Context: an optimization exercise on an open-source flow, tuned for small area, a short achievable clock period and few clock cycles per item. The choices shown serve that exercise and are no tape-out recipe.
The RTL was checked by simulation tests, not by an equivalence proof against the original design.
Power and IR drop assume default switching activity.

==> exp/tundra <==
==> flow/design.v <==
package dm_pkg;
   localparam int unsigned CNT_W = 4;
   typedef logic [CNT_W-1:0] dm_cnt_t;
   typedef enum logic [1:0] {
      IDLE = 2'd0,
      WAIT = 2'd1,
      RESP = 2'd2
   } dm_state_t;
   typedef struct packed {
      logic misaligned;     
      logic out_of_range;   
      logic bad_cmd;        
   } dm_err_t;
   function automatic dm_err_t dm_check(input logic [31:0] addr,
                                        input logic        rd,
                                        input logic        wr,
                                        input int unsigned depth);
      dm_err_t e;
      e.misaligned   = (addr[1:0] != 2'b00);
      e.out_of_range = ({2'b00, addr[31:2]} >= depth);
      e.bad_cmd      = (rd == wr);
      dm_check = e;
   endfunction
endpackage
module dm_aoi3 (
   input  logic [2:0] i_d,
   input  logic [2:0] i_sel,
   output logic       o_n
);
   assign o_n = !(|(i_d & i_sel));
endmodule
module dm_nand4 (
   input  logic [3:0] i_a,
   output logic       o_y
);
   assign o_y = !(&i_a);
endmodule
module dm_nor3 (
   input  logic [2:0] i_a,
   output logic       o_y
);
   assign o_y = !(|i_a);
endmodule
module dm_array #(
   parameter int unsigned DEPTH = 64,
   parameter int unsigned AW    = 6
) (
   input  logic          clk,
   input  logic          i_we,
   input  logic [AW-1:0] i_waddr,
   input  logic [31:0]   i_wdata,
   input  logic [AW-1:0] i_raddr,
   output logic [31:0]   o_rdata
);
   localparam int unsigned NG = 22;    
   logic [31:0]     r_mem [DEPTH];
   logic [3*NG-1:0] w_rsel;
   always_ff @(posedge clk) begin
      if (i_we) begin
         r_mem[i_waddr] <= i_wdata;
      end
   end
   always_comb begin
      for (int i = 0; i < 3*NG; i++) w_rsel[i] = (i < DEPTH) && (i_raddr == AW'(i));
   end
   for (genvar b = 0; b < 32; b++) begin : g_bit
      logic [NG-1:0] w_grp_n;    
      logic [5:0]    w_or;       
      logic [1:0]    w_or_n;     
      for (genvar g = 0; g < NG; g++) begin : g_grp
         logic [2:0] w_d;
         for (genvar k = 0; k < 3; k++) begin : g_k
            if (3*g + k < DEPTH) begin : g_word
               assign w_d[k] = r_mem[3*g+k][b];
            end else begin : g_pad
               assign w_d[k] = 1'b0;
            end
         end
         dm_aoi3 u_aoi (
            .i_d   (w_d),
            .i_sel (w_rsel[3*g +: 3]),
            .o_n   (w_grp_n[g])
         );
      end
      for (genvar q = 0; q < 5; q++) begin : g_nand
         dm_nand4 u_nand (.i_a (w_grp_n[4*q +: 4]), .o_y (w_or[q]));
      end
      assign w_or[5] = !(w_grp_n[20] && w_grp_n[21]);
      dm_nor3 u_nor0 (.i_a (w_or[2:0]), .o_y (w_or_n[0]));
      dm_nor3 u_nor1 (.i_a (w_or[5:3]), .o_y (w_or_n[1]));
      assign o_rdata[b] = !(w_or_n[0] && w_or_n[1]);
   end
endmodule
module dm_responder #(
   parameter int unsigned DEPTH = 64
) (
   input  logic        clk,
   input  logic        rst_n,
   input  logic        req_valid,
   output logic        req_ready,
   input  logic [31:0] req_addr,
   input  logic [31:0] req_wdata,
   input  logic        req_read,
   input  logic        req_write,
   output logic        rsp_valid,
   input  logic        rsp_ready,
   output logic [31:0] rsp_rdata,
   output logic        rsp_err
);
   localparam int unsigned AW = (DEPTH > 1) ? $clog2(DEPTH) : 1;
   logic          r_rsp_valid;
   logic          r_rsp_err;
   logic [31:0]   r_rsp_rdata;
   dm_pkg::dm_err_t w_err;
   logic          w_bad;
   logic          w_free;
   logic          w_acc;
   logic [31:0]   w_rdata;
   assign w_err  = dm_pkg::dm_check(req_addr, req_read, req_write, DEPTH);
   assign w_bad  = |w_err;
   assign w_free = !r_rsp_valid || rsp_ready;
   assign w_acc  = req_valid && w_free;
   dm_array #(
      .DEPTH (DEPTH),
      .AW    (AW)
   ) u_array (
      .clk     (clk),
      .i_we    (w_acc && req_write && !w_bad),
      .i_waddr (req_addr[AW+1:2]),
      .i_wdata (req_wdata),
      .i_raddr (req_addr[AW+1:2]),
      .o_rdata (w_rdata)
   );
   always_ff @(posedge clk or negedge rst_n) begin
      if (!rst_n) begin
         r_rsp_valid <= 1'b0;
      end else if (w_free) begin
         r_rsp_valid <= req_valid;
      end
   end
   always_ff @(posedge clk) begin
      if (w_free) begin
         r_rsp_err   <= w_bad;
         r_rsp_rdata <= (req_read && !w_bad) ? w_rdata : '0;
      end
   end
   assign req_ready = w_free;
   assign rsp_valid = r_rsp_valid;
   assign rsp_err   = r_rsp_err;
   assign rsp_rdata = r_rsp_rdata;
endmodule
==> flow/run.sh <==
#!/bin/bash
# synth_recipe.tcl (not shown) runs the flow's synth.tcl, then flattens the netlist and writes it again
# the make line also repeats each setting of config.mk as NAME=value (left out here)
make -C /OpenROAD-flow-scripts/flow DESIGN_CONFIG=/design/flow/config.mk WORK_HOME=/design/flow/orfs CLKGATE_MAP_FILE= SYNTH_SCRIPT=/design/flow/synth_recipe.tcl finish
==> flow/config.mk <==
export PLATFORM = sky130hd
export DESIGN_NAME = dm_responder
export DESIGN_NICKNAME = dm_responder
export VERILOG_FILES = /design/flow/design.v
export SDC_FILE = /design/flow/constraint.sdc
export NUM_CORES = 4
export LEC_CHECK = 0
export CAP_MARGIN = 20
export CORE_MARGIN = 2
export CORE_UTILIZATION = 60
export CTS_BUF_LIST = sky130_fd_sc_hd__clkbuf_16
export CTS_CLUSTER_DIAMETER = 60
export CTS_CLUSTER_SIZE = 40
export PLACE_DENSITY = 0.7
export SETUP_SLACK_MARGIN = 2.0
export SLEW_MARGIN = 20
export SYNTH_HIERARCHICAL = 1
export SYNTH_MINIMUM_KEEP_SIZE = 0
==> flow/constraint.sdc <==
create_clock -name core_clock -period 4.5 [get_ports {clk}]
set_input_delay 0.9000 -clock core_clock [delete_from_list [all_inputs] [get_ports {clk}]]
set_output_delay 0.9000 -clock core_clock [all_outputs]
set_load 0.01 [all_outputs]
==> inputs of exp/willow, as changes to exp/tundra <==
==> flow/design.v (replaced) <==
package dm_pkg;
   localparam int unsigned CNT_W = 4;
   typedef logic [CNT_W-1:0] dm_cnt_t;
   typedef enum logic [1:0] {
      IDLE = 2'd0,
      WAIT = 2'd1,
      RESP = 2'd2
   } dm_state_t;
   typedef struct packed {
      logic misaligned;     
      logic out_of_range;   
      logic bad_cmd;        
   } dm_err_t;
   function automatic dm_err_t dm_check(input logic [31:0] addr,
                                        input logic        rd,
                                        input logic        wr,
                                        input int unsigned depth);
      dm_err_t e;
      e.misaligned   = (addr[1:0] != 2'b00);
      e.out_of_range = ({2'b00, addr[31:2]} >= depth);
      e.bad_cmd      = (rd == wr);
      dm_check = e;
   endfunction
endpackage
module dm_array (
   input  logic        clk,
   input  logic [7:0]  i_wrow,
   input  logic [7:0]  i_rrow,
   input  logic [7:0]  i_col,
   input  logic [31:0] i_wdata,
   output logic [31:0] o_rdata
);
   logic [31:0] r_mem [64];
   logic [31:0] w_row_data [8];
   always_ff @(posedge clk) begin
      for (int w = 0; w < 64; w++) begin
         if (i_wrow[w/8] && i_col[w%8]) r_mem[w] <= i_wdata;
      end
   end
   always_comb begin
      o_rdata = '0;
      for (int r = 0; r < 8; r++) begin
         w_row_data[r] = '0;
         for (int c = 0; c < 8; c++) w_row_data[r] = w_row_data[r] | (r_mem[8*r+c] & {32{i_col[c]}});
         o_rdata = o_rdata | (w_row_data[r] & {32{i_rrow[r]}});
      end
   end
endmodule
module dm_responder #(
   parameter int unsigned DEPTH = 64
) (
   input  logic        clk,
   input  logic        rst_n,
   input  logic        req_valid,
   output logic        req_ready,
   input  logic [31:0] req_addr,
   input  logic [31:0] req_wdata,
   input  logic        req_read,
   input  logic        req_write,
   output logic        rsp_valid,
   input  logic        rsp_ready,
   output logic [31:0] rsp_rdata,
   output logic        rsp_err
);
   logic        r_s1_valid;
   logic [7:0]  r_s1_wrow;      
   logic [7:0]  r_s1_rrow;      
   logic [7:0]  r_s1_col;       
   logic        r_s1_err;
   logic [31:0] r_s1_wdata;
   logic        r_rsp_valid;
   logic        r_full;         
   logic        r_rsp_err;
   logic [31:0] r_rsp_rdata;
   dm_pkg::dm_err_t w_err;
   logic        w_bad;
   logic        w_s2_free;
   logic        w_s1_free;
   logic        w_s1_valid_nx;
   logic        w_rsp_valid_nx;
   logic [7:0]  w_row;
   logic [7:0]  w_col;
   logic [31:0] w_rdata;
   assign w_err     = dm_pkg::dm_check(req_addr, req_read, req_write, DEPTH);
   assign w_bad     = |w_err;
   assign w_s2_free = !r_rsp_valid || rsp_ready;
   assign w_s1_free = !r_full || rsp_ready;
   assign w_s1_valid_nx  = w_s1_free ? req_valid  : r_s1_valid;
   assign w_rsp_valid_nx = w_s2_free ? r_s1_valid : r_rsp_valid;
   always_comb begin
      for (int i = 0; i < 8; i++) begin
         w_row[i] = (req_addr[7:5] == 3'(i));
         w_col[i] = (req_addr[4:2] == 3'(i));
      end
   end
   dm_array u_array (
      .clk     (clk),
      .i_wrow  (r_s1_wrow),
      .i_rrow  (r_s1_rrow),
      .i_col   (r_s1_col),
      .i_wdata (r_s1_wdata),
      .o_rdata (w_rdata)
   );
   always_ff @(posedge clk or negedge rst_n) begin
      if (!rst_n) begin
         r_s1_valid  <= 1'b0;
         r_s1_wrow   <= '0;
         r_rsp_valid <= 1'b0;
         r_full      <= 1'b0;
      end else begin
         r_full <= w_s1_valid_nx && w_rsp_valid_nx;
         if (w_s1_free) begin
            r_s1_valid <= req_valid;
            r_s1_wrow  <= (req_valid && req_write && !w_bad) ? w_row : '0;
         end
         if (w_s2_free) begin
            r_rsp_valid <= r_s1_valid;
         end
      end
   end
   always_ff @(posedge clk) begin
      if (w_s1_free) begin
         r_s1_rrow  <= (req_read && !w_bad) ? w_row : '0;
         r_s1_col   <= w_col;
         r_s1_err   <= w_bad;
         r_s1_wdata <= req_wdata;
      end
      if (w_s2_free) begin
         r_rsp_err   <= r_s1_err;
         r_rsp_rdata <= w_rdata;
      end
   end
   assign req_ready = w_s1_free;
   assign rsp_valid = r_rsp_valid;
   assign rsp_err   = r_rsp_err;
   assign rsp_rdata = r_rsp_rdata;
endmodule
SETUP_SLACK_MARGIN = 1.9   (was 2.0)
SYNTH_HIERARCHICAL = default   (was 1)
SYNTH_MINIMUM_KEEP_SIZE = default   (was 0)
==> inputs of exp/ember, as changes to exp/tundra <==
==> flow/design.v (replaced) <==
package dm_pkg;
   localparam int unsigned CNT_W = 4;
   typedef logic [CNT_W-1:0] dm_cnt_t;
   typedef enum logic [1:0] {
      IDLE = 2'd0,
      WAIT = 2'd1,
      RESP = 2'd2
   } dm_state_t;
   typedef struct packed {
      logic misaligned;     
      logic out_of_range;   
      logic bad_cmd;        
   } dm_err_t;
   function automatic dm_err_t dm_check(input logic [31:0] addr,
                                        input logic        rd,
                                        input logic        wr,
                                        input int unsigned depth);
      dm_err_t e;
      e.misaligned   = (addr[1:0] != 2'b00);
      e.out_of_range = ({2'b00, addr[31:2]} >= depth);
      e.bad_cmd      = (rd == wr);
      dm_check = e;
   endfunction
endpackage
module dm_array #(
   parameter int unsigned DEPTH = 64,
   parameter int unsigned AW    = 6
) (
   input  logic          clk,
   input  logic          i_we,
   input  logic [AW-1:0] i_waddr,
   input  logic [31:0]   i_wdata,
   input  logic [AW-1:0] i_raddr,
   output logic [31:0]   o_rdata
);
   logic [31:0] r_mem [DEPTH];
   always_ff @(posedge clk) begin
      if (i_we) begin
         r_mem[i_waddr] <= i_wdata;
      end
   end
   assign o_rdata = r_mem[i_raddr];
endmodule
module dm_responder #(
   parameter int unsigned DEPTH = 64
) (
   input  logic        clk,
   input  logic        rst_n,
   input  logic        req_valid,
   output logic        req_ready,
   input  logic [31:0] req_addr,
   input  logic [31:0] req_wdata,
   input  logic        req_read,
   input  logic        req_write,
   output logic        rsp_valid,
   input  logic        rsp_ready,
   output logic [31:0] rsp_rdata,
   output logic        rsp_err
);
   localparam int unsigned AW = (DEPTH > 1) ? $clog2(DEPTH) : 1;
   logic          r_s1_valid;
   logic          r_s1_load;     
   logic          r_s1_store;    
   logic          r_s1_err;
   logic [AW-1:0] r_s1_word;
   logic [31:0]   r_s1_wdata;
   logic          r_rsp_valid;
   logic          r_rsp_err;
   logic [31:0]   r_rsp_rdata;
   dm_pkg::dm_err_t w_err;
   logic          w_bad;
   logic          w_acc;
   logic          w_s2_free;
   logic          w_s1_free;
   logic [31:0]   w_rdata;
   assign w_err     = dm_pkg::dm_check(req_addr, req_read, req_write, DEPTH);
   assign w_bad     = |w_err;
   assign w_s2_free = !r_rsp_valid || rsp_ready;
   assign w_s1_free = !r_s1_valid || w_s2_free;
   assign w_acc     = req_valid && w_s1_free;
   dm_array #(
      .DEPTH (DEPTH),
      .AW    (AW)
   ) u_array (
      .clk     (clk),
      .i_we    (r_s1_store),
      .i_waddr (r_s1_word),
      .i_wdata (r_s1_wdata),
      .i_raddr (r_s1_word),
      .o_rdata (w_rdata)
   );
   always_ff @(posedge clk or negedge rst_n) begin
      if (!rst_n) begin
         r_s1_valid  <= 1'b0;
         r_s1_load   <= 1'b0;
         r_s1_store  <= 1'b0;
         r_rsp_valid <= 1'b0;
      end else begin
         if (w_s1_free) begin
            r_s1_valid <= req_valid;
            r_s1_load  <= req_valid && req_read  && !w_bad;
            r_s1_store <= req_valid && req_write && !w_bad;
         end
         if (w_s2_free) begin
            r_rsp_valid <= r_s1_valid;
         end
      end
   end
   always_ff @(posedge clk) begin
      if (w_acc) begin
         r_s1_err   <= w_bad;
         r_s1_word  <= req_addr[AW+1:2];
         r_s1_wdata <= req_wdata;
      end
      if (w_s2_free) begin
         r_rsp_err   <= r_s1_err;
         r_rsp_rdata <= r_s1_load ? w_rdata : '0;
      end
   end
   assign req_ready = w_s1_free;
   assign rsp_valid = r_rsp_valid;
   assign rsp_err   = r_rsp_err;
   assign rsp_rdata = r_rsp_rdata;
endmodule
CORE_UTILIZATION = 40   (was 60)
CTS_BUF_LIST = default   (was sky130_fd_sc_hd__clkbuf_16)
CTS_CLUSTER_DIAMETER = default   (was 60)
CTS_CLUSTER_SIZE = default   (was 40)
PLACE_DENSITY = 0.6   (was 0.7)
SETUP_SLACK_MARGIN = default   (was 2.0)
SYNTH_HIERARCHICAL = default   (was 1)
SYNTH_MINIMUM_KEEP_SIZE = default   (was 0)
==> qor summary <==
Outcome: exp/willow timing/DRC/antenna clean; exp/ember timing/DRC/antenna clean; exp/tundra timing/DRC/antenna clean
Final WL: exp/willow 196000 um; exp/ember 215000 um; exp/tundra 252000 um
Estimated wirelength of the detail-placed design: exp/willow 104000 um; exp/ember 122000 um; exp/tundra 122000 um
Met3 capacity usage during global routing: exp/willow 6.95%; exp/ember 3.82%; exp/tundra 11.7%
Vias per inst: exp/willow 7.13; exp/ember 5.95; exp/tundra 7.74
Quantity of gates resized following cts: exp/willow 52; exp/ember 0; exp/tundra 333
Initial Utilization: exp/willow 60.7%; exp/ember 40.2%; exp/tundra 60.2%
Area share of xor/xnor cells in the synthesized design: exp/willow 0.0115%; exp/ember 0.0110%; exp/tundra 0.0120%
Footprint of the flip-flops and latches: exp/willow 0.0642 sq mm; exp/ember 0.0638 sq mm; exp/tundra 0.0625 sq mm
Pleak: exp/willow 25.8 nW; exp/ember 28.5 nW; exp/tundra 29.0 nW
Unrepaired setup endpoints after global routing: exp/willow yes; exp/ember no; exp/tundra yes
Multi-input gate area in the final layout: exp/willow 0.0114 sq mm; exp/ember 0.0149 sq mm; exp/tundra 0.0124 sq mm
Worst Reg-to-Reg Cells: exp/willow 5; exp/ember 8; exp/tundra 10
Non-clock buffering overhead: exp/willow 2.77%; exp/ember 3.59%; exp/tundra 10.1%
Sequential share of power: exp/willow 58.2%; exp/ember 52.9%; exp/tundra 59.4%
Reg2Reg Capture Point: exp/willow r_rsp_rdata[15]$_DFFE_PN_; exp/ember r_rsp_rdata[13]$_SDFFCE_PN0P_; exp/tundra u_array.r_mem[0][6]$_DFFE_PP_
Testbench counts of exp/tundra, summed over its fixed seeds: cycles 3,208, items 3,200.
Testbench counts of exp/willow, summed over its fixed seeds: cycles 3,216, items 3,200.
Testbench counts of exp/ember, summed over its fixed seeds: cycles 3,216, items 3,200.

==> afterwards: timing with drivers on the ports <==
In the flow no input, the clock included, has a driving cell. The finished layouts below were timed again as built, in two steps. Step 1 sets driving cells, clkbuf_16 on the clock port and buf_2 on the other inputs (assumed; they add their load-dependent delay and slew). Step 2 also shifts input and output timing later by t, the mid clock arrival at the registers, as if the neighbouring blocks saw the same clock. a / b / c = no drivers / after step 1 / after step 2; a / b = the first two.
| run | shift t [ns] | setup WS [ns] | worst setup path at the end |
|---|---|---|---|
| exp/tundra | 0.835 | 1.383 / 1.350 / 0.515 | input to register |
| exp/willow | 0.837 | 1.848 / 1.848 / 1.590 | input to register |
| exp/ember | 0.903 | 0.999 / 0.999 / 0.999 | register to register |
After both steps every run listed still meets setup and hold. The setup slack of exp/tundra, which loses most, moves by -0.033 ns with the drivers and by -0.868 ns with both steps.
